From an optimization exercise on the open Yosys and OpenROAD flow, aimed at small area; shortcuts taken in it are not production practice. At most, simulation tests tie the RTL to the original design; equivalence was not proved. For run 7, only the layout was checked, not whether the RTL still works. Power and IR drop assume default switching activity.

==> flow/design.v <==
`timescale 1ns/1ns
module beam_tx (
    input  logic                          clk,
    input  logic                          rst,
    input  logic                          psel,
    input  logic                          penable,
    input  logic                          pwrite,
    input  logic [3:0]                    paddr,
    input  logic [31:0]                   pwdata,
    output logic [31:0]                   prdata,
    output logic                          pready,
    output logic                          pslverr,
    output logic [16-1:0]  tx_array,
    output logic                          scan_done
);
    function automatic logic [10:0] radd10(input logic [9:0] a, input logic [9:0] b, input logic ci);
        logic c;
        c = ci;
        for (int i = 0; i < 10; i++) begin
            radd10[i] = a[i] ^ b[i] ^ c;
            c = (a[i] & b[i]) | (c & (a[i] ^ b[i]));
        end
        radd10[10] = c;
    endfunction
    function automatic logic [12:0] rinc13(input logic [12:0] a);
        logic c;
        c = 1'b1;
        for (int i = 0; i < 13; i++) begin
            rinc13[i] = a[i] ^ c;
            c = c & a[i];
        end
    endfunction
    logic        access, wr_en;
    logic [7:0]  r_0;
    logic [7:0]  step;
    logic [12:0] num_points;
    logic        done_flag;
    logic        busy;
    assign access = psel && penable;
    assign wr_en  = access && pwrite;
    always_ff @(posedge clk) begin
        if (rst) begin
            r_0        <= '0;
            step       <= '0;
            num_points <= '0;
        end else if (wr_en) begin
            if (paddr == 4'h0) begin
                r_0  <= pwdata[7:0];
                step <= pwdata[15:8];
            end
            if (paddr == 4'h4) begin
                num_points <= pwdata[12:0];
            end
        end
    end
    assign pready  = 1'b1;
    assign pslverr = access && (paddr[1:0] != 2'b00);
    always_comb begin
        prdata = '0;
        if (access && !pwrite) begin
            case (paddr)
                4'h0:    prdata = {16'b0, step, r_0};
                4'h4: prdata = {19'b0, num_points};
                4'hC: prdata = {30'b0, done_flag, busy};
                default:          prdata = '0;
            endcase
        end
    end
    localparam logic [1:0] ST_IDLE = 2'd0;
    localparam logic [1:0] ST_WAIT = 2'd1;    
    localparam logic [1:0] ST_ARM  = 2'd2;    
    localparam logic [1:0] ST_ACT  = 2'd3;    
    logic [1:0]  state;
    logic [12:0] pts_n;       
    logic [4:0]  p;           
    logic [4:0]  lo;          
    logic [6:0]  acc;         
    logic [6:0]  wn;          
    logic [6:0]  w;
    logic        dir;         
    logic [3:0]  j;           
    logic [9:0]  v;           
    logic        idle;
    logic        wait_st;
    logic        pre;         
    logic        reload;
    logic        capture;
    assign idle      = (state == ST_IDLE);
    assign wait_st   = (state == ST_WAIT);
    assign pre       = wait_st && (p == 5'd4);
    assign capture   = wait_st && (p == 5'd5);
    assign reload    = wait_st && (p[3:0] == 4'hf);
    assign busy      = !idle && !pre;
    assign scan_done = idle && p[4];
    always_ff @(posedge clk) begin
        if (rst || pre) begin
            done_flag <= 1'b0;
        end else if (scan_done) begin
            done_flag <= 1'b1;
        end
    end
    logic [4:0]  q;
    logic [2:0]  r;
    logic        big;
    assign w   = ~wn;
    assign big = (w[6:5] != 2'd0) || (w[4] && (w[3:0] != 4'd0 || dir));
    always_comb begin
        q = 5'd0;
        r = 3'd0;
        if ({dir, w} == 8'd0) begin q = 5'd16; r = 3'd0; end
        if ({dir, w} == 8'd1) begin q = 5'd16; r = 3'd0; end
        if ({dir, w} == 8'd128) begin q = 5'd16; r = 3'd0; end
        if ({dir, w} == 8'd2) begin q = 5'd8; r = 3'd0; end
        if ({dir, w} == 8'd129) begin q = 5'd8; r = 3'd0; end
        if ({dir, w} == 8'd3) begin q = 5'd5; r = 3'd1; end
        if ({dir, w} == 8'd130) begin q = 5'd5; r = 3'd1; end
        if ({dir, w} == 8'd4) begin q = 5'd4; r = 3'd0; end
        if ({dir, w} == 8'd131) begin q = 5'd4; r = 3'd0; end
        if ({dir, w} == 8'd5) begin q = 5'd3; r = 3'd1; end
        if ({dir, w} == 8'd132) begin q = 5'd3; r = 3'd1; end
        if ({dir, w} == 8'd6) begin q = 5'd2; r = 3'd4; end
        if ({dir, w} == 8'd133) begin q = 5'd2; r = 3'd4; end
        if ({dir, w} == 8'd7) begin q = 5'd2; r = 3'd2; end
        if ({dir, w} == 8'd134) begin q = 5'd2; r = 3'd2; end
        if ({dir, w} == 8'd8) begin q = 5'd2; r = 3'd0; end
        if ({dir, w} == 8'd135) begin q = 5'd2; r = 3'd0; end
        if ({dir, w} == 8'd9) begin q = 5'd1; r = 3'd7; end
        if ({dir, w} == 8'd136) begin q = 5'd1; r = 3'd7; end
        if ({dir, w} == 8'd10) begin q = 5'd1; r = 3'd6; end
        if ({dir, w} == 8'd137) begin q = 5'd1; r = 3'd6; end
        if ({dir, w} == 8'd11) begin q = 5'd1; r = 3'd5; end
        if ({dir, w} == 8'd138) begin q = 5'd1; r = 3'd5; end
        if ({dir, w} == 8'd12) begin q = 5'd1; r = 3'd4; end
        if ({dir, w} == 8'd139) begin q = 5'd1; r = 3'd4; end
        if ({dir, w} == 8'd13) begin q = 5'd1; r = 3'd3; end
        if ({dir, w} == 8'd140) begin q = 5'd1; r = 3'd3; end
        if ({dir, w} == 8'd14) begin q = 5'd1; r = 3'd2; end
        if ({dir, w} == 8'd141) begin q = 5'd1; r = 3'd2; end
        if ({dir, w} == 8'd15) begin q = 5'd1; r = 3'd1; end
        if ({dir, w} == 8'd142) begin q = 5'd1; r = 3'd1; end
        if ({dir, w} == 8'd16) begin q = 5'd1; r = 3'd0; end
        if ({dir, w} == 8'd143) begin q = 5'd1; r = 3'd0; end
    end
    logic        lt;
    logic [10:0] t;
    logic [10:0] s;
    logic [6:0]  acc_next;
    logic [10:0] p_sum;
    assign t        = radd10({3'd0, acc}, {5'h1f, ~big, 1'b1, ~r}, 1'b1);
    assign lt       = !t[10];
    assign s        = radd10({3'd0, t[6:0]}, lt ? {3'd0, w} : 10'd0, lt && dir);
    assign acc_next = s[6:0];
    assign p_sum    = radd10({5'd0, p}, {5'd0, q[4:1] & {4{!wait_st}}, q[0] | wait_st}, lt && !wait_st);
    function automatic logic [15:0] therm(input logic [4:0] x);
        for (int k = 0; k < 16; k++) begin
            logic g;
            g = 1'b0;
            for (int b = 0; b < 4; b++) begin
                if (((k >> b) & 1) == 0) g = x[b] | g;
                else                     g = x[b] & g;
            end
            therm[k] = x[4] | g;
        end
    endfunction
    logic [15:0] fire;
    assign fire = therm(p) & ~therm(lo);
    always_comb begin
        for (int i = 0; i < 16; i++) begin
            tx_array[i] = dir ? fire[15-i] : fire[i];
        end
    end
    logic [10:0] v_dec;
    assign v_dec = radd10(v, {3'b111, wn}, !dir);    
    always_ff @(posedge clk) begin
        if (capture) begin
            dir <= step[7];
            wn  <= step[6:0] ^ {7{!step[7]}};
            j   <= (r_0[7:2] == 6'd0) ? {step[7], ~step[7], ~step[7], ~step[7]} : 4'd0;
            case (r_0[1:0])
                2'd0: v <= 10'd0;
                2'd1: v <= 10'd259;
                2'd2: v <= 10'd519;
                default: v <= 10'd779;
            endcase
        end else if (j != 4'd0 && v_dec[10]) begin
            v <= v_dec[9:0];
            j <= {j[3] & (j[2:0] != 3'd0), j[2] ^ (j[1:0] == 2'd0), j[1] ^ ~j[0], ~j[0]};
        end
    end
    always_ff @(posedge clk) begin
        if (rst || idle) begin
            p <= 5'd4;
        end else if (wait_st) begin
            p <= reload ? {1'b0, j} : p_sum[4:0];
        end else if (state == ST_ACT && p[4]) begin
            p <= 5'd27;
        end else begin
            p <= (p_sum[4] | p_sum[5]) ? 5'd16 : p_sum[4:0];
        end
    end
    always_ff @(posedge clk) begin
        acc <= wait_st ? ((j == 4'd0) ? 7'd0 : v[6:0]) : acc_next;
    end
    always_ff @(posedge clk) begin
        lo[4]   <= rst || !state[1] || p[4];
        lo[3:0] <= p[3:0] & {4{state[0]}};    
    end
    always_ff @(posedge clk) begin
        if (pre) begin
            pts_n <= ~num_points;
        end else if (state == ST_ACT && p[4]) begin
            pts_n <= rinc13(pts_n);
        end
    end
    always_ff @(posedge clk) begin
        if (rst) begin
            state <= ST_IDLE;
        end else begin
            case (state)
                ST_IDLE: begin
                    if (wr_en && (paddr == 4'h8) && pwdata[0]) begin
                        state <= ST_WAIT;
                    end
                end
                ST_WAIT: begin
                    if (reload) begin
                        state <= ST_ARM;
                    end
                end
                ST_ARM: begin
                    state <= ST_ACT;
                end
                default: begin
                    if (p[4]) begin
                        state <= (pts_n[12:1] == 12'hfff) ? ST_IDLE : ST_WAIT;
                    end
                end
            endcase
        end
    end
endmodule
==> flow/flow/run.sh <==
#!/bin/bash
# Own layout flow: the standard flow (standard.sh) with changes that only
# affect buffer and tie cell choice:
#  - port buffers use the smallest buffer cell (buf_1) instead of the
#    default pick (clkdlybuf4s50_1);
#  - clock tree synthesis uses clkbuf_8 buffers and no dummy loads;
#  - SKIP_REPAIR_TIE_FANOUT=1 (1: one tie cell drives all constant outputs).
# make's full output goes to flow_make.log here; ORFS keeps each step's log
# under orfs/logs.
set -euo pipefail
bash standard.sh \
    "BUFFER_PORTS_ARGS=-buffer_cell sky130_fd_sc_hd__buf_1" \
    "CTS_ARGS=-sink_clustering_enable -repair_clock_nets -buf_list sky130_fd_sc_hd__clkbuf_8 -dont_use_dummy_load" \
    "SKIP_REPAIR_TIE_FANOUT=1" \
    finish > flow_make.log 2>&1
==> flow/standard.sh <==
#!/bin/bash
# synth_recipe.tcl (not shown) runs the flow's synth.tcl, then flattens the netlist and writes it again
# the make line also repeats each setting of config.mk as NAME=value (left out here)
make -C /OpenROAD-flow-scripts/flow DESIGN_CONFIG=/design/flow/config.mk WORK_HOME=/design/flow/orfs CLKGATE_MAP_FILE= SYNTH_SCRIPT=/design/flow/synth_recipe.tcl "${@:-finish}"
==> flow/config.mk <==
export PLATFORM = sky130hd
export DESIGN_NAME = beam_tx
export DESIGN_NICKNAME = beam_tx
export VERILOG_FILES = /design/flow/design.v
export SDC_FILE = /design/flow/constraint.sdc
export NUM_CORES = 4
export LEC_CHECK = 0
export CAP_MARGIN = 20
export CORE_MARGIN = 2
export CORE_UTILIZATION = 40
export SLEW_MARGIN = 20
==> flow/constraint.sdc <==
create_clock -name core_clock -period 8.0 [get_ports {clk}]
set_input_delay 1.6000 -clock core_clock [delete_from_list [all_inputs] [get_ports {clk}]]
set_output_delay 1.6000 -clock core_clock [all_outputs]
set_load 0.01 [all_outputs]
==> impl_metrics.tcl, run 1 <==
set metrics [dict create \
    setup_slack_ps 1916 \
    avgSynthCellArea_sq_um 9.049 \
    synth_edf_count 35 \
    fp.dieW_microns 118.3 \
    ys_seq_area_share_pct 38.92 \
    clock_latency_ps 350 \
    tns_ps 0 \
    switchingPower_w 0.0003939 \
    drt-initial-drc-count 283 \
    criticalPathCategory "reg2reg" \
    crit_fanout 18 \
    cp_slowest_cell "edfxtp_1" \
    hold_class "reg2reg" \
    irDropWorstVdd_mv 0.07843 \
    die_height_microns 118.3 \
    slew_violations 0 \
    tritoncts "done" \
    fp-row-count 41 \
    fin_nets 687 \
    dieArea_sq_um 13980 \
    slowest_delay_ps 740 \
    drv_cap 0 \
    status "finished clean" \
    crit_chain "nor2b_1, a22oi_1, o22ai_1, nand2_1, fa_1, inv_1, fa_1, ha_1, inv_1, fa_1, inv_1, ha_1, ha_1, nor2b_1, fa_1, fa_1, fa_1, fa_1, fa_1, nor2_1, a21oi_1, a2111oi_0" \
    crit_path_frequent_cell "fa_1" \
    min_period_ps 6084 \
    cp-start-kind "flop" \
    yosysUniqueCellTypes 60 \
    r2r_start "dir" \
    hold_buffers 0 \
    worst_pin_slew_ps 855.4 \
    async_flop_share_pct 0 \
    htreeDepth 3 \
    gp_congestion 0.8771 \
    crit_path_start "dir" \
    stdcell_count 770 \
    critPathArrivalTime_ps 6290 \
    synth_nets 664 \
    fin_skew_ps 20.10 \
    dr.max_layer_used "met4" \
    yosys_warnings 1 \
    grt_max_degree 41 \
    seqPwrFrac_pct 49.8 \
    synth_cells 577 \
    pwr-share-comb_pct 30.7 \
    p_int_w 0.0008154 \
    antenna_cells 0 \
    drc 0 \
    finalCoreUtilization_pct 43.73 \
    power_leakage_nw 2.048 \
    area_growth_pct 6.135 \
    dr_wl_met2_mm 5.466 \
    fin_crit_sh_pct 76.06 \
    viasPerCell 5.282 \
    grt_pass1_vias 4059 \
    rsz0062_at_grt "no" \
    drt_first_pass_iters 5 \
    vias 4067 \
    endpoint_kind "flop" \
    crit_family "adder cells" \
    globalRouteOverflowTotal 0 \
    wl_met1_mm 5.410 \
    grt_pass1_wl_mm 19.89 \
    switching_share_pct 32.57 \
    drtAntennaViolNets 0 \
    worstPathRequired_ps 8210 \
    cts_made_buffers 9 \
    power.share.clock_pct 19.5 \
    postCtsSetupRepairBufs 0 \
    fmax_mhz 164.4 \
    dp_cells 761 \
    setup_viol 0 \
    wl_met3_microns 685 \
    cts_num_sinks 84 \
    netlist_area_sq_um 5221 \
    ys.flop_type "dfxtp_1" \
    cts_resized 0 \
    synth_seq_cells 84 \
    maxSlewHeadroom_pct 42.97 \
    clockBufferDepth 2 \
    start_util_pct 41.21 \
    routed_wirelength_mm 11.66 \
    clk_pin_slew_ps 80 \
    wl_per_cell_microns 15.15 \
    drive_gt1_share_pct 3.679 \
    hold_violations 0 \
    crit_buf_inv 3 \
    root_buffer "clkbuf_8" \
    hold_start "r_0[4]" \
    io_pins 92 \
    numPortBuffers 58 \
    dp_slack_ps 1876 \
    p_per_area_nw_per_um2 218.2 \
    antenna_found_initial 0 \
    grt_usage_pct 17.44 \
    post-dp-hpwl_mm 8.554 \
    core_sq_um 12670 \
    worst_hold_slack_ps 475.7 \
]
## worst register-to-register path, delay by kind of cell, from the launching register on
kind / cells / cell delay (ps)
fa+ha+maj: 11 / 3400
flops: 1 / 740
buf+inv: 3 / 150
compound gates: 4 / 890
simple gates: 4 / 770
## placed cells by master, fill, tap and decap left out, types with 4 or more instances in the layout
cell type  Yosys  final
nand2_1       86     86
buf_1          0     58
nor2_1        50     50
dfxtp_1       49     49
o21ai_0       39     38
edfxtp_1      35     35
inv_1         33     33
a21oi_1       30     30
ha_1          25     25
mux2i_1       22     22
fa_1          21     21
nor3_1        14     14
a22oi_1       14     14
and2_1        12     12
nand3_1        9      9
xnor2_1        9      9
clkbuf_8       0      9
nor2b_1        6      6
nand2b_1       5      5
a2111oi_0      5      5
nand4_1        4      4
## cells in the mapped netlist (2+ instances only)
library cell | count | share of area, %
nor3b_1 | 2 | 0.29
o21a_1 | 2 | 0.29
nand2_1 | 86 | 6.2
nor4_1 | 3 | 0.36
mux2i_1 | 22 | 4.2
or2_2 | 3 | 0.36
mux2_2 | 2 | 0.43
xnor2_1 | 9 | 1.5
a2111oi_0 | 5 | 0.84
nand3_1 | 9 | 0.86
a211o_1 | 2 | 0.34
a21oi_1 | 30 | 2.9
nor2b_1 | 6 | 0.72
nand4_1 | 4 | 0.48
xor2_1 | 3 | 0.50
and4_1 | 3 | 0.50
a22oi_1 | 14 | 2.0
inv_1 | 33 | 2.4
conb_1 | 2 | 0.14
or3_1 | 3 | 0.36
dfxtp_1 | 49 | 19
a31oi_1 | 2 | 0.24
nand3b_1 | 2 | 0.29
nor2_1 | 50 | 3.6
and2_1 | 12 | 1.4
nand2b_1 | 5 | 0.60
o211ai_1 | 3 | 0.43
buf_2 | 6 | 0.58
o21ai_0 | 39 | 3.7
a21o_1 | 2 | 0.29
buf_4 | 17 | 2.4
edfxtp_1 | 35 | 20
o41ai_1 | 2 | 0.34
ha_1 | 25 | 6.0
fa_1 | 21 | 8.1
nor3_1 | 14 | 1.3
clkbuf_1 | 25 | 1.8
or4_1 | 3 | 0.43
## registers in the layout (all words and copies together) (netlist names)
register,cells
num_points,13
pts_n,13
v,10
r_0,8
step,8
acc,7
wn,7
lo,5
p,5
j,4
state,2
dir,1
done_flag,1
## path summary, 6_finish.rpt
kind / end / slack [ps] / depth (start not counted)
worst max-delay path: p[0] / 1920 / 22
worst min-delay path: r_0[4] / 480 / 2
worst max register to register: p[0] / 1920 / 22
worst min register to register: r_0[4] / 480 / 2
## power by group through the flow
stage          clock, W  combinational, W  sequential, W
2_1_floorplan         0          0.000291       0.000598
5_1_grt        0.000264          0.000442       0.000612
3_3_place_gp          0          0.000348       0.000609
6_report       0.000236          0.000371       0.000602
4_1_cts        0.000244          0.000378       0.000603
3_5_place_dp          0          0.000375       0.000612
## cells by family (layout without fill, tap and decap cells)
logic type               count (synthesis)  after routing  synth area share [%]
flip-flops                              84             84                 38.92
XOR/XNOR                                12             12                 2.013
other                                    2              2                0.1438
multiplexers                            24             24                 4.649
adder cells (fa/ha/maj)                 46             46                 14.04
AO/OA/AOI/OAI                          113            113                 13.42
buffers and inverters                   83            104                 7.477
AND/OR/NAND/NOR                        213            213                 19.34
## layout make-up
type                    instances  area (sq um)
repair buffers                 61         240.2
clock buffers                   9         123.9
fillers                      1264          7129
multi-input cells             410          2803
well taps                     172         215.2
flip-flops and latches         84          2032
inverters                      34         127.6
## metal layers
layer | track usage [%] | vias up
met1 | 22.86 | 1912
met5 | 0 | -
li1 | - | 2018
met2 | 29.23 | 130
met3 | 3.041 | 7
met4 | 5.497 | 0
## metrics by stage
step                power (W)  instance area (sq um)
detailed placement  0.0009878                   5418
finish               0.001209                   5542
global placement    0.0009575                   5414
floorplan           0.0008898                   5221
global route         0.001318                   5542
CTS                  0.001226                   5542
==> run 2, diff against run 1 <==
--- a/flow/config.mk
+++ b/flow/config.mk
@@ -5,7 +5,7 @@
 export SDC_FILE = /design/flow/constraint.sdc
 export NUM_CORES = 4
 export LEC_CHECK = 0
-export CAP_MARGIN = 20
+export CAP_MARGIN = 0
 export CORE_MARGIN = 2
 export CORE_UTILIZATION = 40
-export SLEW_MARGIN = 20
+export SLEW_MARGIN = 0
==> run 2 against run 1 <==
  * Via count is 0.39% higher
  * Critical path depth unchanged
  * Largest power group unchanged
  * Critical endpoint unchanged
  * Combinational power hardly changed
  * Cell count did not move
  * Sequential power hardly changed
==> impl_metrics.tcl, run 2 <==
set metrics [dict create \
    synth_edf_count 35 \
    root_buffer "clkbuf_8" \
    num-fill-cells 1273 \
    ys.flop_type "dfxtp_1" \
    crit_path_frequent_cell "fa_1" \
    htreeDepth 3 \
    async_flop_share_pct 0 \
    status "finished clean" \
    tns_ps 0 \
    yosysMostFrequentCell "nand2_1" \
    cp_slowest_cell "edfxtp_1" \
    avgSynthCellArea_sq_um 9.049 \
    core_sq_um 12670 \
    drt-initial-drc-count 272 \
    netlist_area_sq_um 5221 \
    final_common_cell "nand2_1" \
    criticalPathCategory "reg2reg" \
    globalRouteOverflowTotal 0 \
    cts_num_sinks 84 \
    grt_pass1_wl_mm 19.90 \
    dieArea_sq_um 13980 \
    start_util_pct 41.21 \
    fin_crit_sh_pct 77.01 \
    r2r_start "dir" \
    drc 0 \
    reg2reg_depth 22 \
    fmax_mhz 162.3 \
    ys_top_cells_by_area "edfxtp_1, dfxtp_1, fa_1, nand2_1, ha_1" \
    cts_resized 0 \
    fp.dieW_microns 118.3 \
    min_period_ps 6160 \
    fin_nets 687 \
    clk_pin_slew_ps 90 \
    antenna_cells 0 \
    endpoint_kind "flop" \
    drt_first_pass_iters 4 \
    drtAntennaViolNets 0 \
    min_to "r_0[4]" \
    synth_nets 664 \
    hold_path_depth 2 \
    synth_cells 577 \
    clockBufferDepth 2 \
    vias 4083 \
    yosys_warnings 1 \
    rrSetupSlack_ps 1840 \
    irDropWorstVdd_mv 0.08477 \
    p_per_area_nw_per_um2 217.9 \
    area_growth_pct 6.063 \
    postCtsSetupRepairBufs 0 \
    slowest_delay_ps 750 \
    grt_usage_pct 17.41 \
    routed_wirelength_mm 11.73 \
    post-dp-hpwl_mm 8.547 \
    numPortBuffers 58 \
    drv_cap 0 \
    critPathArrivalTime_ps 6360 \
    hold_buffers 0 \
    die_height_microns 118.3 \
    hold_start "r_0[4]" \
    worst_pin_slew_ps 1270 \
    tritoncts "done" \
    crit_fanout 18 \
    mostFrequentLayoutCells "nand2_1, buf_1, nor2_1, dfxtp_1, o21ai_0" \
    antenna_found_initial 0 \
    maxSlewHeadroom_pct 14.75 \
    rsz0062_at_grt "no" \
    grt_pass1_vias 4027 \
    setup_viol 0 \
    slew_violations 0 \
    fin_skew_ps 22.00 \
    viasPerCell 5.303 \
    r2r_end "p[0]" \
    synth.top_cell.area_share_pct 20.13 \
    synth_area_leader_cell "edfxtp_1" \
    power_leakage_nw 2.047 \
    cp-start-kind "flop" \
    synth_seq_cells 84 \
    clock_latency_ps 350 \
    gp_congestion 0.8771 \
    fp-row-count 41 \
    yosysUniqueCellTypes 60 \
    grt_max_degree 41 \
    hold_class "reg2reg" \
    drive_gt1_share_pct 3.512 \
    reg_top3 "num_points x13, pts_n x13, v x10" \
    io_pins 92 \
    cts_made_buffers 9 \
    worstPathRequired_ps 8200 \
    hold_violations 0 \
    p_total_w 0.001207 \
    synthTopCellsByCount "nand2_1, nor2_1, dfxtp_1" \
    wl_per_cell_microns 15.23 \
    ys_seq_area_share_pct 38.92 \
    crit_chain "nor2b_1, a22oi_1, o22ai_1, nand2_1, fa_1, inv_1, fa_1, ha_1, inv_1, fa_1, inv_1, ha_1, ha_1, nor2b_1, fa_1, fa_1, fa_1, fa_1, fa_1, nor2_1, a21oi_1, a2111oi_0" \
]
## run 2: changes by cell type in the layout (fill, tap and decap cells not counted)
cell     delta
o21ai_1     +1
o21ai_2     -1
## run 2: power breakdown
group	internal (W)	switching (W)
clock	0.000101	0.000136
sequential	0.000562	0.0000405
combinational	0.000151	0.000216
total	0.000814	0.000392
## run 2: worst max-delay path by stage
stage               startpoint      to  slack [ps]  depth (start not counted)
finish                     dir    p[0]        1840                         22
global route               dir    p[0]        1420                         22
CTS                        dir    p[0]        1870                         22
detailed placement         dir    p[0]        1860                         22
global placement           dir  acc[6]        2090                         25
floorplan                wn[1]    p[0]        2600                         23
## run 2: kinds of logic (layout without fill, tap and decap cells)
logic type | after synthesis | in the layout | synth area share (%)
AO/OA/AOI/OAI | 113 | 113 | 13.42
XOR/XNOR | 12 | 12 | 2.013
adder cells (fa/ha/maj) | 46 | 46 | 14.04
buffers and inverters | 83 | 104 | 7.477
flip-flops | 84 | 84 | 38.92
multiplexers | 24 | 24 | 4.649
other | 2 | 2 | 0.1438
AND/OR/NAND/NOR | 213 | 213 | 19.34
## run 2: cell type report
cell class	instances	area [sq um]	share of cell area (%)
Clock buffer	9	123.9	2.237
Inverter	34	127.6	2.305
Multi-Input combinational cell	410	2799	50.54
Sequential cell	84	2032	36.69
Tap cell	172	215.2	3.886
Timing Repair Buffer	61	240.2	4.338
## run 2: layer usage
metal / GRT usage, % / vias up / wire (microns)
li1: - / 2022 / -
met1: 23.50 / 1931 / 5539
met2: 28.50 / 118 / 5395
met3: 3.330 / 12 / 647
met4: 4.744 / 0 / 144
met5: 0 / - / 0
## run 2: metrics by stage
stage	cells	utilization, %	hold WS (ps)	worst slack, ps	cell area, sq um
final	770	43.70	477.1	1840	5538
after global routing	770	43.70	512.1	1417	5538
after CTS	770	43.70	479.6	1867	5538
after detailed placement	761	42.73	467.3	1861	5414
after global placement	761	42.73	458.9	2094	5414
after floorplan	577	-	421.7	2604	5221
## run 2: critical path, delay by kind of cell (launching register included)
family / cells / cell delay [ps]
buffers and inverters: 3 / 150
adder cells (fa/ha/maj): 11 / 3420
flip-flops: 1 / 750
AND/OR/NAND/NOR: 4 / 770
AO/OA/AOI/OAI: 4 / 930
==> run 3, diff against run 2 <==
--- a/flow/config.mk
+++ b/flow/config.mk
@@ -8,4 +8,5 @@
 export CAP_MARGIN = 0
 export CORE_MARGIN = 2
 export CORE_UTILIZATION = 40
+export GPL_TIMING_DRIVEN = 0
 export SLEW_MARGIN = 0
==> run 3 against run 2 <==
  * Cell count is 6.1% higher
  * Final area is 4.5% higher
  * Largest power group unchanged
  * Area after synthesis stayed put
==> impl_metrics.tcl, run 3 <==
set metrics [dict create \
    status "finished clean" \
    drt-initial-drc-count 259 \
    reg_top3 "num_points x13, pts_n x13, v x10" \
    cts_made_buffers 9 \
    stdcell_count 817 \
    avgSynthCellArea_sq_um 9.049 \
    async_flop_share_pct 0 \
    synth.top_cell.area_share_pct 20.13 \
    endpoint_kind "flop" \
    fp-row-count 41 \
    dieArea_sq_um 13980 \
    maxSlewHeadroom_pct 53.44 \
    numPortBuffers 58 \
    io_pins 92 \
    globalRouteOverflowTotal 0 \
    hold_buffers 0 \
    power_leakage_nw 2.188 \
    num-fill-cells 1273 \
    vias 4233 \
    ys.flop_type "dfxtp_1" \
    p_per_area_nw_per_um2 211.2 \
    rsz0062_at_grt "no" \
    slew_violations 0 \
    clock_latency_ps 360 \
    reg2reg_depth 23 \
    htreeDepth 3 \
    synth_nets 664 \
    gp_congestion 0.8844 \
    ys_top_cells_by_area "edfxtp_1, dfxtp_1, fa_1, nand2_1, ha_1" \
    root_buffer "clkbuf_8" \
    drtAntennaViolNets 0 \
    ys_seq_area_share_pct 38.92 \
    cts_num_sinks 84 \
    clk_pin_slew_ps 80 \
    irDropWorstVdd_mv 0.08275 \
    yosysMostFrequentCell "nand2_1" \
    core_sq_um 12670 \
    yosys_warnings 1 \
    tns_ps 0 \
    hold_class "reg2reg" \
    finalCoreUtilization_pct 45.69 \
    antenna_cells 0 \
    final_common_cell "nand2_1" \
    cts_resized 0 \
    fin_skew_ps 23.53 \
    drc 0 \
    netlist_area_sq_um 5221 \
    die_height_microns 118.3 \
    cp-start-kind "flop" \
    critPathArrivalTime_ps 6240 \
    grt_max_degree 18 \
    post-dp-hpwl_mm 9.558 \
    fp.dieW_microns 118.3 \
    worstPathRequired_ps 8210 \
    hold_path_depth 0 \
    min_period_ps 6036 \
    wl_per_cell_microns 14.99 \
    viasPerCell 5.181 \
    hold_violations 0 \
    start_util_pct 41.21 \
    synthTopCellsByCount "nand2_1, nor2_1, dfxtp_1" \
    fmax_mhz 165.7 \
    grt_pass1_wl_mm 20.82 \
    dp_cells 808 \
    clockBufferDepth 2 \
    synth_seq_cells 84 \
    mostFrequentLayoutCells "nand2_1, buf_1, nor2_1, dfxtp_1, o21ai_0" \
    crit_fanout 9 \
    synth_cells 577 \
    synth_area_leader_cell "edfxtp_1" \
    setup_viol 0 \
    drive_gt1_share_pct 6.667 \
    grt_pass1_vias 4200 \
    drv_cap 0 \
    worst_hold_slack_ps 455.4 \
    area_growth_pct 10.88 \
    postCtsSetupRepairBufs 0 \
    synth_edf_count 35 \
    tritoncts "done" \
    antenna_found_initial 0 \
    yosysUniqueCellTypes 60 \
    fin_crit_sh_pct 75.45 \
    criticalPathCategory "reg2reg" \
    routed_wirelength_mm 12.25 \
    worst_pin_slew_ps 689.4 \
    drt_first_pass_iters 5 \
    grt_usage_pct 18.29 \
    fin_nets 734 \
]
==> run 3: cell counts after synthesis <==
Identical to the previous run, type by type.
==> run 3: per-stage QoR <==
stage	setup WS, ps	instance area, sq um	power, W
after floorplan	2604	5221	0.0008898
after global placement	2089	5654	0.0009706
after detailed placement	1945	5665	0.0009988
after CTS	1934	5789	0.001236
after global routing	1535	5789	0.001331
final	1964	5789	0.001222
==> run 3: critical path, stage by stage (launching register included) <==
cell       delay [ps]
edfxtp_1          400
clkbuf_1          310
inv_1             170
o211a_1           270
ha_1              190
inv_1              70
fa_1              170
inv_1              50
fa_1              360
ha_1              180
inv_1              60
fa_1              150
inv_1              40
ha_1              170
ha_1              290
nor2b_1           180
fa_1              400
fa_1              390
fa_1              390
fa_1              400
fa_1              480
nor2_1            270
a21oi_1           120
a2111oi_0         400
==> run 3: power breakdown <==
| group | leakage [nW] | total [W] | internal, W | switching [W] |
|---|---|---|---|---|
| registers | 0.743 | 0.000597 | 0.000560 | 0.0000364 |
| clock network | 0.0647 | 0.000236 | 0.000101 | 0.000135 |
| logic | 1.38 | 0.000390 | 0.000166 | 0.000224 |
==> run 3: kinds of logic (layout without fill, tap and decap cells) <==
group,count (synthesis),in the layout,synth area share [%]
other,2,2,0.1438
XOR/XNOR,12,12,2.013
multiplexers,24,24,4.649
buffers and inverters,83,151,7.477
AO/OA/AOI/OAI,113,113,13.42
flip-flops,84,84,38.92
AND/OR/NAND/NOR,213,213,19.34
adder cells (fa/ha/maj),46,46,14.04
==> run 3: area by class of cell <==
| type | instances | area (sq um) | share of cell area (%) |
|---|---|---|---|
| Timing Repair Buffer | 59 | 229.0 | 3.955 |
| Tap cell | 172 | 215.2 | 3.717 |
| Clock buffer | 9 | 123.9 | 2.140 |
| Inverter | 34 | 127.6 | 2.204 |
| Buffer | 49 | 262.8 | 4.539 |
| Multi-Input combinational cell | 410 | 2799 | 48.35 |
| Sequential cell | 84 | 2032 | 35.10 |
==> run 3: metal layers <==
layer | track usage (%) | vias to the layer above | share of wire, %
met1 | 24.46 | 1991 | 47
met3 | 3.909 | 15 | 5.1
met5 | 0 | - | 0
met2 | 29.70 | 113 | 47
li1 | - | 2114 | -
met4 | 5.497 | 0 | 1.7
==> run 3: path summary, 6_finish.rpt <==
kind	from	to	slack [ps]
worst max-delay path	wn[3]	p[3]	1960
worst min-delay path	step[7]	dir	460
worst max register to register	wn[3]	p[3]	1960
worst min register to register	step[7]	dir	460
==> run 4, diff against run 3 <==
--- a/flow/flow/run.sh
+++ b/flow/flow/run.sh
@@ -10,6 +10,6 @@
 set -euo pipefail
 bash standard.sh \
     "BUFFER_PORTS_ARGS=-buffer_cell sky130_fd_sc_hd__buf_1" \
-    "CTS_ARGS=-sink_clustering_enable -repair_clock_nets -buf_list sky130_fd_sc_hd__clkbuf_8 -dont_use_dummy_load" \
+    "CTS_ARGS=-repair_clock_nets -buf_list sky130_fd_sc_hd__clkbuf_8 -dont_use_dummy_load" \
     "SKIP_REPAIR_TIE_FANOUT=1" \
     finish > flow_make.log 2>&1
==> flow/config.mk (replaced) <==
export PLATFORM = sky130hd
export DESIGN_NAME = beam_tx
export DESIGN_NICKNAME = beam_tx
export VERILOG_FILES = /design/flow/design.v
export SDC_FILE = /design/flow/constraint.sdc
export NUM_CORES = 4
export LEC_CHECK = 0
export CAP_MARGIN = 20
export CORE_MARGIN = 2
export CORE_UTILIZATION = 40
export SLEW_MARGIN = 20
==> run 4 against run 3 <==
  * Setup slack got worse by 49 ps
  * Power down 1.1%
  * Synthesized cell count did not move
  * Area after synthesis unchanged
  * Largest power group unchanged
  * Hold slack improved by 20 ps
  * Count of clock-buffer cells in the layout unchanged
  * Core utilization decreased by 2.0 points
  * Sequential power grew 0.8%
  * Die area unchanged
  * Clock skew fell by 3.4 ps
  * Clock power hardly changed
==> impl_metrics.tcl, run 4 <==
set metrics [dict create \
    synth_nets 664 \
    final_common_cell "nand2_1" \
    rrSetupSlack_ps 1920 \
    grt_pass1_vias 4059 \
    grt_usage_pct 17.44 \
    r2r_start "dir" \
    yosysUniqueCellTypes 60 \
    drive_gt1_share_pct 3.679 \
    vias 4067 \
    status "finished clean" \
    clock_latency_ps 350 \
    critPathArrivalTime_ps 6290 \
    hold_violations 0 \
    start_util_pct 41.21 \
    synth_cells 577 \
    yosys_warnings 1 \
    netlist_area_sq_um 5221 \
    drv_cap 0 \
    setup_viol 0 \
    antenna_found_initial 0 \
    ys.flop_type "dfxtp_1" \
    min_period_ps 6084 \
    seqCellArea_sq_um 2032 \
    wl_per_cell_microns 15.15 \
    tritoncts "done" \
    fmax_mhz 164.4 \
    synth.top_cell.area_share_pct 20.13 \
    finalCoreUtilization_pct 43.73 \
    tns_ps 0 \
    reg_top3 "num_points x13, pts_n x13, v x10" \
    worstPathRequired_ps 8210 \
    fin_skew_ps 20.10 \
    yosysMostFrequentCell "nand2_1" \
    synth_seq_cells 84 \
    fp.dieW_microns 118.3 \
    ys_top_cells_by_area "edfxtp_1, dfxtp_1, fa_1, nand2_1, ha_1" \
    mostFrequentLayoutCells "nand2_1, buf_1, nor2_1, dfxtp_1, o21ai_0" \
    fin_nets 687 \
    area_growth_pct 6.135 \
    cts_made_buffers 9 \
    numPortBuffers 58 \
    grt_max_degree 41 \
    endpoint_kind "flop" \
    num-fill-cells 1264 \
    hold_buffers 0 \
    grt_pass1_wl_mm 19.89 \
    cp-start-kind "flop" \
    drt-initial-drc-count 283 \
    io_pins 92 \
    slew_violations 0 \
    hold_class "reg2reg" \
    drc 0 \
    routed_wirelength_mm 11.66 \
    viasPerCell 5.282 \
    rsz0062_at_grt "no" \
    htreeDepth 3 \
    power_leakage_nw 2.048 \
    crit_path_start "dir" \
    cts_num_sinks 84 \
    r2r_end "p[0]" \
    synth_area_leader_cell "edfxtp_1" \
    drtAntennaViolNets 0 \
    post-dp-hpwl_mm 8.554 \
    antenna_cells 0 \
    drt_first_pass_iters 5 \
    synth_edf_count 35 \
    gp_congestion 0.8771 \
    globalRouteOverflowTotal 0 \
    postCtsSetupRepairBufs 0 \
    maxSlewHeadroom_pct 42.97 \
    cts_resized 0 \
    irDropWorstVdd_mv 0.07843 \
    crit_end "p[0]" \
    crit_fanout 18 \
    die_height_microns 118.3 \
    clockBufferDepth 2 \
    async_flop_share_pct 0 \
    root_buffer "clkbuf_8" \
    reg2reg_depth 22 \
    fin_crit_sh_pct 76.06 \
    criticalPathCategory "reg2reg" \
    fp-row-count 41 \
    ys_seq_area_share_pct 38.92 \
    core_sq_um 12670 \
    synthTopCellsByCount "nand2_1, nor2_1, dfxtp_1" \
    worst_pin_slew_ps 855.4 \
    p_per_area_nw_per_um2 218.2 \
    multi_input_area_sq_um 2803 \
    clk_pin_slew_ps 80 \
    dieArea_sq_um 13980 \
    avgSynthCellArea_sq_um 9.049 \
]
[run 4: where the power goes]
part | internal (W) | total [W] | switching, W
combinational | 0.000153 | 0.000371 | 0.000218
sequential | 0.000561 | 0.000602 | 0.0000409
clock | 0.000101 | 0.000236 | 0.000135
[run 4: logic make-up after synthesis]
family | share of synthesized area, %
simple gates | 19.34
compound gates | 13.42
flops | 38.92
buf+inv | 7.477
fa+ha+maj | 14.04
mux | 4.649
xor+xnor | 2.013
other cells | 0.1438
[run 4: how the worst min path moves through the flow]
| stage | cells past startpoint | start | slack (ps) | to |
|---|---|---|---|---|
| after detailed placement | 2 | r_0[5] | 470 | r_0[5] |
| after floorplan | 0 | step[7] | 420 | dir |
| after CTS | 2 | r_0[3] | 480 | r_0[3] |
| after global placement | 2 | r_0[2] | 460 | r_0[2] |
| after global routing | 2 | r_0[3] | 500 | r_0[3] |
| final | 2 | r_0[4] | 480 | r_0[4] |
[run 4: metal layers]
layer | GRT usage [%] | vias to the layer above | part of all wire, %
li1 | - | 2018 | -
met5 | 0 | - | 0
met2 | 29.23 | 130 | 47
met4 | 5.497 | 0 | 0.87
met3 | 3.041 | 7 | 5.9
met1 | 22.86 | 1912 | 46
[run 4: final cells by class]
class	count	share of cell area [%]
Multi-Input combinational cell	410	50.58
Sequential cell	84	36.67
Timing Repair Buffer	61	4.335
Tap cell	172	3.883
Inverter	34	2.303
Clock buffer	9	2.235
[run 4: worst max-delay path: stages (launching register included)]
cell	delay, ps
edfxtp_1	740
nor2b_1	190
a22oi_1	220
o22ai_1	100
nand2_1	120
fa_1	170
inv_1	50
fa_1	370
ha_1	180
inv_1	60
fa_1	150
inv_1	40
ha_1	170
ha_1	280
nor2b_1	180
fa_1	400
fa_1	390
fa_1	390
fa_1	410
fa_1	490
nor2_1	280
a21oi_1	110
a2111oi_0	460
[run 4: stage by stage]
stage | instances | hold WS (ps) | setup slack, ps | total power, W | area, sq um
final | 770 | 475.7 | 1916 | 0.001209 | 5542
after global routing | 770 | 501.6 | 1459 | 0.001318 | 5542
after CTS | 770 | 477.7 | 1877 | 0.001226 | 5542
after detailed placement | 761 | 466.8 | 1876 | 0.0009878 | 5418
after global placement | 761 | 458.9 | 2094 | 0.0009575 | 5414
after floorplan | 577 | 421.7 | 2604 | 0.0008898 | 5221
==> run 5, diff against run 4 <==
==> flow/flow/run.sh (replaced) <==
#!/bin/bash
# Own layout flow: the standard flow (standard.sh) with changes that only
# affect buffer and tie cell choice:
#  - port buffers use the smallest buffer cell (buf_1) instead of the
#    default pick (clkdlybuf4s50_1);
#  - clock tree synthesis uses clkbuf_4 buffers and no dummy loads;
#  - SKIP_REPAIR_TIE_FANOUT=1 (1: one tie cell drives all constant outputs).
# make's full output goes to flow_make.log here; ORFS keeps each step's log
# under orfs/logs.
set -euo pipefail
bash standard.sh \
    "BUFFER_PORTS_ARGS=-buffer_cell sky130_fd_sc_hd__buf_1" \
    "CTS_ARGS=-sink_clustering_enable -repair_clock_nets -buf_list \"sky130_fd_sc_hd__clkbuf_4 sky130_fd_sc_hd__clkbuf_8\" -dont_use_dummy_load" \
    "SKIP_REPAIR_TIE_FANOUT=1" \
    finish > flow_make.log 2>&1
==> run 5 against run 4 <==
  * The flow now stops in 4_1_cts
  * Area after synthesis did not move
  * Synthesized cell count unchanged
==> impl_metrics.tcl, run 5 <==
set metrics [dict create \
    synth.top_cell.area_share_pct 20.13 \
    numPortBuffers 58 \
    ys.flop_type "dfxtp_1" \
    die_height_microns 118.3 \
    post-dp-hpwl_mm 8.554 \
    synth_cells 577 \
    synthTopCellsByCount "nand2_1, nor2_1, dfxtp_1" \
    synth_adder_area_share_pct 14.04 \
    synth_edf_count 35 \
    error "[ERROR STA-0564] clock_tree_synthesis positional arguments not supported." \
    synth_nets 664 \
    yosysMostFrequentCell "nand2_1" \
    dp_slack_ps 1876 \
    yosysUniqueCellTypes 60 \
    fp-row-count 41 \
    haltStage "4_1_cts" \
    avgSynthCellArea_sq_um 9.049 \
    synth_top_family_by_area "simple AND/OR/NAND/NOR gates" \
    start_util_pct 41.21 \
    yosys_warnings 1 \
    gp_congestion 0.8771 \
    synth_seq_cells 84 \
    synth_area_leader_cell "edfxtp_1" \
    synth_compound_area_share_pct 13.42 \
    netlist_area_sq_um 5221 \
    io_pins 92 \
    async_flop_share_pct 0 \
    synth-simple-area-share_pct 19.34 \
    ys_top_cells_by_area "edfxtp_1, dfxtp_1, fa_1, nand2_1, ha_1" \
    synth_xor_area_share_pct 2.013 \
    status "aborted with a tool error" \
    synth_mux_area_share_pct 4.649 \
    ys_seq_area_share_pct 38.92 \
    fp.dieW_microns 118.3 \
]
-- run 5: metrics by stage --
stage	hold WS (ps)	instance area (sq um)	power [W]	std cells	util [%]
after floorplan	421.7	5221	0.0008898	577	-
after global placement	458.9	5414	0.0009575	761	42.73
after detailed placement	466.8	5418	0.0009878	761	42.76
-- run 5: how the worst min path moves through the flow --
stage	to	slack, ps	startpoint	cells after the start
after global placement	r_0[2]	460	r_0[2]	2
after floorplan	dir	420	step[7]	0
after detailed placement	r_0[5]	470	r_0[5]	2
-- run 5: kinds of logic after synthesis --
logic type,after synthesis
compound gates,113
xor+xnor,12
fa+ha+maj,46
buf+inv,83
flops,84
mux,24
other cells,2
simple gates,213
-- run 5: power groups by stage --
stage / Sequential (W) / Combinational (W) / Clock, W
detailed placement: 0.000612 / 0.000375 / 0
global placement: 0.000609 / 0.000348 / 0
floorplan: 0.000598 / 0.000291 / 0
==> run 6, diff against run 5 <==
--- a/flow/flow/run.sh
+++ b/flow/flow/run.sh
@@ -10,6 +10,6 @@
 set -euo pipefail
 bash standard.sh \
     "BUFFER_PORTS_ARGS=-buffer_cell sky130_fd_sc_hd__buf_1" \
-    "CTS_ARGS=-sink_clustering_enable -repair_clock_nets -buf_list \"sky130_fd_sc_hd__clkbuf_4 sky130_fd_sc_hd__clkbuf_8\" -dont_use_dummy_load" \
+    "CTS_ARGS=-sink_clustering_enable -repair_clock_nets -buf_list {sky130_fd_sc_hd__clkbuf_4 sky130_fd_sc_hd__clkbuf_8} -dont_use_dummy_load" \
     "SKIP_REPAIR_TIE_FANOUT=1" \
     finish > flow_make.log 2>&1
==> run 6 against run 5 <==
  * Now clean on timing, DRC and antenna
  * Synthesized cell count did not move
  * Area after synthesis unchanged
==> impl_metrics.tcl, run 6 <==
set metrics [dict create \
    status "finished clean" \
    fp.dieW_microns 118.3 \
    crit_path_frequent_cell "fa_1" \
    setup_viol 0 \
    fp-row-count 41 \
    criticalPathCategory "reg2reg" \
    hold_violations 0 \
    yosysMostFrequentCell "nand2_1" \
    rsz0062_at_grt "no" \
    worstPathRequired_ps 8210 \
    hold_class "reg2reg" \
    synth_seq_cells 84 \
    grt_max_degree 41 \
    cts_resized 0 \
    crit_buf_inv 3 \
    async_flop_share_pct 0 \
    r2r_start "dir" \
    power_leakage_nw 2.048 \
    synth.top_cell.area_share_pct 20.13 \
    reg2reg_depth 22 \
    netlist_area_sq_um 5221 \
    fmax_mhz 164.4 \
    rrSetupSlack_ps 1920 \
    reg_top3 "num_points x13, pts_n x13, v x10" \
    fin_nets 687 \
    critPathArrivalTime_ps 6290 \
    finalCoreUtilization_pct 43.73 \
    worst_pin_slew_ps 855.4 \
    hold_path_depth 2 \
    wl_per_cell_microns 15.15 \
    maxSlewHeadroom_pct 42.97 \
    dieArea_sq_um 13980 \
    worst_hold_slack_ps 475.7 \
    fin_skew_ps 20.10 \
    synth_cells 577 \
    avgSynthCellArea_sq_um 9.049 \
    cts_made_buffers 9 \
    clk_pin_slew_ps 80 \
    vias 4067 \
    final_area_sq_um 5542 \
    drive_gt1_share_pct 3.679 \
    root_buffer "clkbuf_8" \
    hold_buffers 0 \
    synth_nets 664 \
    gp_congestion 0.8771 \
    drt_first_pass_iters 5 \
    tns_ps 0 \
    mostFrequentLayoutCells "nand2_1, buf_1, nor2_1, dfxtp_1, o21ai_0" \
    hold_start "r_0[4]" \
    drc 0 \
    crit_family "adder cells" \
    antenna_found_initial 0 \
    postCtsSetupRepairBufs 0 \
    tritoncts "done" \
    ys.flop_type "dfxtp_1" \
    p_total_w 0.001209 \
    synth_area_leader_cell "edfxtp_1" \
    drt-initial-drc-count 283 \
    routed_wirelength_mm 11.66 \
    fin_crit_sh_pct 76.06 \
    ys_seq_area_share_pct 38.92 \
    post-dp-hpwl_mm 8.554 \
    viasPerCell 5.282 \
    min_period_ps 6084 \
    die_height_microns 118.3 \
    cp_slowest_cell "edfxtp_1" \
    min_to "r_0[4]" \
    final_common_cell "nand2_1" \
    io_pins 92 \
    antenna_cells 0 \
    start_util_pct 41.21 \
    core_sq_um 12670 \
    yosys_warnings 1 \
    ys_top_cells_by_area "edfxtp_1, dfxtp_1, fa_1, nand2_1, ha_1" \
    cp-start-kind "flop" \
    postPlaceCellArea_sq_um 5418 \
    drv_cap 0 \
    clockBufferDepth 2 \
    grt_pass1_wl_mm 19.89 \
    cp.depth 22 \
    p_per_area_nw_per_um2 218.2 \
    crit_path_start "dir" \
    irDropWorstVdd_mv 0.07843 \
    yosysUniqueCellTypes 60 \
    slowest_delay_ps 740 \
    synthTopCellsByCount "nand2_1, nor2_1, dfxtp_1" \
    synth_edf_count 35 \
    endpoint_kind "flop" \
    drtAntennaViolNets 0 \
    grt_pass1_vias 4059 \
    area_growth_pct 6.135 \
    numPortBuffers 58 \
    slew_violations 0 \
    crit_chain "nor2b_1, a22oi_1, o22ai_1, nand2_1, fa_1, inv_1, fa_1, ha_1, inv_1, fa_1, inv_1, ha_1, ha_1, nor2b_1, fa_1, fa_1, fa_1, fa_1, fa_1, nor2_1, a21oi_1, a2111oi_0" \
    crit_fanout 18 \
    cts_num_sinks 84 \
    r2r_end "p[0]" \
    clock_latency_ps 350 \
    globalRouteOverflowTotal 0 \
    grt_usage_pct 17.44 \
    htreeDepth 3 \
]
## run 6: cell counts after synthesis
No cell type changed its count.
## run 6: final cells by class
class                           instances  area, sq um
Clock buffer                            9        123.9
Fill cell                            1264         7129
Inverter                               34        127.6
Multi-Input combinational cell        410         2803
Sequential cell                        84         2032
Tap cell                              172        215.2
Timing Repair Buffer                   61        240.2
## run 6: worst register-to-register path, stage by stage (launching register included)
cell,delay [ps]
edfxtp_1,740
nor2b_1,190
a22oi_1,220
o22ai_1,100
nand2_1,120
fa_1,170
inv_1,50
fa_1,370
ha_1,180
inv_1,60
fa_1,150
inv_1,40
ha_1,170
ha_1,280
nor2b_1,180
fa_1,400
fa_1,390
fa_1,390
fa_1,410
fa_1,490
nor2_1,280
a21oi_1,110
a2111oi_0,460
## run 6: where the power goes
| part | internal (W) | total [W] | switching (W) | leakage [nW] |
|---|---|---|---|---|
| sequential | 0.000561 | 0.000602 | 0.0000409 | 0.743 |
| clock | 0.000101 | 0.000236 | 0.000135 | 0.0647 |
| combinational | 0.000153 | 0.000371 | 0.000218 | 1.24 |
| total | 0.000815 | 0.00121 | 0.000394 | 2.05 |
## run 6: layer usage
layer	GRT usage (%)	vias to the layer above	routed length (microns)
li1	-	2018	-
met1	22.86	1912	5410
met2	29.23	130	5466
met3	3.041	7	685
met4	5.497	0	101
met5	0	-	0
## run 6: worst max path at each step
stage / slack, ps / end
after CTS: 1880 / p[0]
after global routing: 1460 / p[0]
after detailed placement: 1880 / p[0]
after floorplan: 2600 / p[0]
final: 1920 / p[0]
after global placement: 2090 / acc[6]
## run 6: kinds of logic after synthesis
family	synth area share, %
other	0.1438
AND/OR/NAND/NOR	19.34
adder cells (fa/ha/maj)	14.04
AO/OA/AOI/OAI	13.42
XOR/XNOR	2.013
flip-flops	38.92
multiplexers	4.649
buffers and inverters	7.477
## run 6: stage by stage
step	setup WS, ps	cells
final	1916	770
after global routing	1459	770
after CTS	1877	770
after detailed placement	1876	761
after global placement	2094	761
after floorplan	2604	577
==> run 7, diff against run 6 <==
--- a/flow/design.v
+++ b/flow/design.v
@@ -190,12 +190,12 @@
     always_ff @(posedge clk) begin
         if (rst || idle) begin
             p <= 5'd4;
-        end else if (wait_st) begin
-            p <= reload ? {1'b0, j} : p_sum[4:0];
+        end else if (reload) begin
+            p <= {1'b0, j};
         end else if (state == ST_ACT && p[4]) begin
             p <= 5'd27;
         end else begin
-            p <= (p_sum[4] | p_sum[5]) ? 5'd16 : p_sum[4:0];
+            p <= {p_sum[5] | p_sum[4], p_sum[3:0]};
         end
     end
     always_ff @(posedge clk) begin
==> flow/flow/run.sh (replaced) <==
#!/bin/bash
# Own layout flow: the standard flow (standard.sh) with changes that only
# affect buffer and tie cell choice:
#  - port buffers use the smallest buffer cell (buf_1) instead of the
#    default pick (clkdlybuf4s50_1);
#  - clock tree synthesis uses clkbuf_8 buffers and no dummy loads;
#  - SKIP_REPAIR_TIE_FANOUT=1 (1: one tie cell drives all constant outputs).
# make's full output goes to flow_make.log here; ORFS keeps each step's log
# under orfs/logs.
set -euo pipefail
bash standard.sh \
    "BUFFER_PORTS_ARGS=-buffer_cell sky130_fd_sc_hd__buf_1" \
    "CTS_ARGS=-sink_clustering_enable -repair_clock_nets -buf_list sky130_fd_sc_hd__clkbuf_8 -dont_use_dummy_load" \
    "SKIP_REPAIR_TIE_FANOUT=1" \
    finish > flow_make.log 2>&1
==> run 7 against run 6 <==
  * Still clean
  * Critical path type unchanged
  * Synthesized cell count is 0.87% higher
  * Global-route usage hardly changed
  * Sequential share of layout area fell by 0.43 points
==> impl_metrics.tcl, run 7 <==
set metrics [dict create \
    htreeDepth 3 \
    r2r_end "acc[6]" \
    grt_usage_pct 17.41 \
    seqCellArea_sq_um 2032 \
    io_pins 92 \
    crit_family "adder cells" \
    routed_wirelength_mm 11.61 \
    slowest_delay_ps 790 \
    globalRouteOverflowTotal 0 \
    synth_edf_count 35 \
    multi_input_area_sq_um 2849 \
    crit_path_frequent_cell "fa_1" \
    drc 0 \
    drtAntennaViolNets 0 \
    ys_seq_area_share_pct 38.38 \
    ys_top_cells_by_area "edfxtp_1, dfxtp_1, fa_1, ha_1, nand2_1" \
    ys.flop_type "dfxtp_1" \
    grt_use_met3_pct 2.538 \
    final_area_sq_um 5608 \
    clockBufferDepth 2 \
    vias 4066 \
    num-fill-cells 1325 \
    crit_end "acc[6]" \
    dp_cells 771 \
    fp.dieW_microns 119.0 \
    drive_gt1_share_pct 3.642 \
    rrSetupSlack_ps 1630 \
    fp-row-count 42 \
    r2r_start "dir" \
    maxSlewHeadroom_pct 33.46 \
    grt_util_met2_pct 27.41 \
    yosysMostFrequentCell "nand2_1" \
    power_leakage_nw 2.036 \
    endpoint_kind "flop" \
    crit_buf_inv 6 \
    drt-initial-drc-count 218 \
    worst_hold_slack_ps 477.2 \
    gp_congestion 0.8708 \
    mostFrequentLayoutCells "nand2_1, nor2_1, buf_1, dfxtp_1, o21ai_0" \
    start_util_pct 40.46 \
    dieArea_sq_um 14170 \
    cp_slowest_cell "edfxtp_1" \
    grt_pass1_vias 4020 \
    cp-start-kind "flop" \
    fin_skew_ps 27.54 \
    p_per_area_nw_per_um2 224.7 \
    grt_pass1_wl_mm 19.81 \
    wl_per_cell_microns 14.88 \
    synth_cells 582 \
    min_period_ps 6373 \
    postCtsSetupRepairBufs 0 \
    worstPathRequired_ps 8210 \
    criticalPathCategory "reg2reg" \
    drv_cap 0 \
    hold_class "reg2reg" \
    cts_resized 0 \
    cp.depth 25 \
    synth.top_cell.area_share_pct 19.85 \
    tns_ps 0 \
    yosys_warnings 1 \
    hold_violations 0 \
    cts_num_sinks 84 \
    root_buffer "clkbuf_8" \
    synth_area_leader_cell "edfxtp_1" \
    hold_buffers 0 \
    crit_path_start "dir" \
    viasPerCell 5.213 \
    fin_nets 693 \
    synth_nets 669 \
    avgSynthCellArea_sq_um 9.096 \
    drt_first_pass_iters 5 \
    critPathArrivalTime_ps 6580 \
    setup_viol 0 \
    post-dp-hpwl_mm 8.706 \
    antenna_found_initial 0 \
    antenna_cells 0 \
    postPlaceCellArea_sq_um 5484 \
    netlist_area_sq_um 5294 \
    reg_top3 "num_points x13, pts_n x13, v x10" \
    reg2reg_depth 25 \
    clk_pin_slew_ps 90 \
    yosysUniqueCellTypes 59 \
    top_usage_layer "met2" \
    irDropWorstVdd_mv 0.08451 \
    rsz0062_at_grt "no" \
    synthTopCellsByCount "nand2_1, nor2_1, dfxtp_1" \
    final_common_cell "nand2_1" \
    area_growth_pct 5.932 \
    use_met1_pct 24.14 \
    stdcell_count 780 \
    cts_made_buffers 9 \
    slew_violations 0 \
    tritoncts "done" \
    numPortBuffers 58 \
    core_sq_um 13090 \
    grt_max_degree 37 \
    async_flop_share_pct 0 \
    die_height_microns 119.0 \
    clock_latency_ps 360 \
    fin_crit_sh_pct 79.66 \
    worst_pin_slew_ps 990.7 \
    status "finished clean" \
    fmax_mhz 156.9 \
    crit_fanout 21 \
    synth_seq_cells 84 \
]
[run 7: cell families after synthesis]
| kind of cell | after synthesis | share of synthesized area [%] |
|---|---|---|
| AOI/OAI and AO/OA | 107 | 12.60 |
| DFF | 84 | 38.38 |
| buffers and inverters | 86 | 7.799 |
| xor gates and xnor gates | 13 | 2.151 |
| and+or+nand+nor | 217 | 19.90 |
| other | 2 | 0.1419 |
| muxes | 27 | 5.176 |
| adders and majority gates | 46 | 13.85 |
[run 7: area by class of cell]
cell class | count | area share, %
multi-input cells | 412 | 50.80
clock buffers | 9 | 2.209
well taps | 176 | 3.927
inverters | 38 | 2.544
repair buffers | 61 | 4.284
flip-flops and latches | 84 | 36.23
[run 7: how the worst min path moves through the flow]
stage            start     end  slack [ps]  cells after the start
4_1_cts         r_0[6]  r_0[6]         480                      2
3_3_place_gp    r_0[6]  r_0[6]         460                      2
6_report        r_0[6]  r_0[6]         480                      2
2_1_floorplan  step[7]     dir         420                      0
5_1_grt         r_0[6]  r_0[6]         490                      2
3_5_place_dp    r_0[6]  r_0[6]         460                      2
[run 7: worst reg2reg max path, cell delays in order, from the launching register on]
cell and delay [ps]:
edfxtp_1 790, nor2b_1 250, a2111oi_0 530, ha_1 250
inv_1 50, fa_1 350, inv_1 70, fa_1 150
ha_1 130, inv_1 50, fa_1 350, inv_1 60
ha_1 140, ha_1 310, nand2b_1 130, fa_1 430
fa_1 400, fa_1 370, inv_1 80, fa_1 150
inv_1 50, fa_1 380, fa_1 380, xor2_1 180
xnor2_1 130, o21ai_0 80
[run 7: report_power, final]
group / switching, W / internal (W) / leakage, nW
Combinational: 0.000234 / 0.000168 / 1.23
Sequential: 0.0000456 / 0.000575 / 0.741
Clock: 0.000137 / 0.000101 / 0.0647
[run 7: layer usage]
metal,up-vias,wire length (microns)
met5,-,0
met4,0,227
met3,15,592
met2,110,5255
met1,1922,5532
li1,2019,-
[run 7: per-stage QoR]
stage	utilization (%)	power [W]	setup WS, ps
after floorplan	-	0.0009301	2347
after global placement	41.91	0.001011	1720
after detailed placement	41.91	0.001038	1612
after CTS	42.86	0.001276	1603
after global routing	42.86	0.001377	1179
final	42.86	0.001260	1627

separate check: timing with driven ports:
Ports are ideal in the flow. The routed layouts listed here were re-timed in OpenROAD.
Step 1 (the two cells are an assumption about what drives the block):
set clk [get_ports {clk}]
set_driving_cell -lib_cell sky130_fd_sc_hd__clkbuf_16 $clk
set_driving_cell -lib_cell sky130_fd_sc_hd__buf_2 [delete_from_list [all_inputs] $clk]
Step 2, shift: input delay + t, output delay - t, t = (earliest + latest rising clock arrival at the registers) / 2. This alone moves slack from input paths to output paths.
Three values: ideal, step 1, step 2; two values: the first two.
| run | t (ns) | slack for setup (ns) | cell pins on the clock port's net |
|---|---|---|---|
| run 1 | 0.375 | 1.916 / 1.916 / 1.916 | 1 |
| run 2 | 0.370 | 1.840 / 1.840 / 1.840 | 1 |
| run 3 | 0.377 | 1.964 / 1.964 / 1.964 | 1 |
| run 4 | 0.375 | 1.916 / 1.916 / 1.916 | 1 |
| run 6 | 0.375 | 1.916 / 1.916 / 1.916 | 1 |
| run 7 | 0.375 | 1.627 / 1.627 / 1.627 | 1 |
After both steps setup and hold are still met in every run listed.
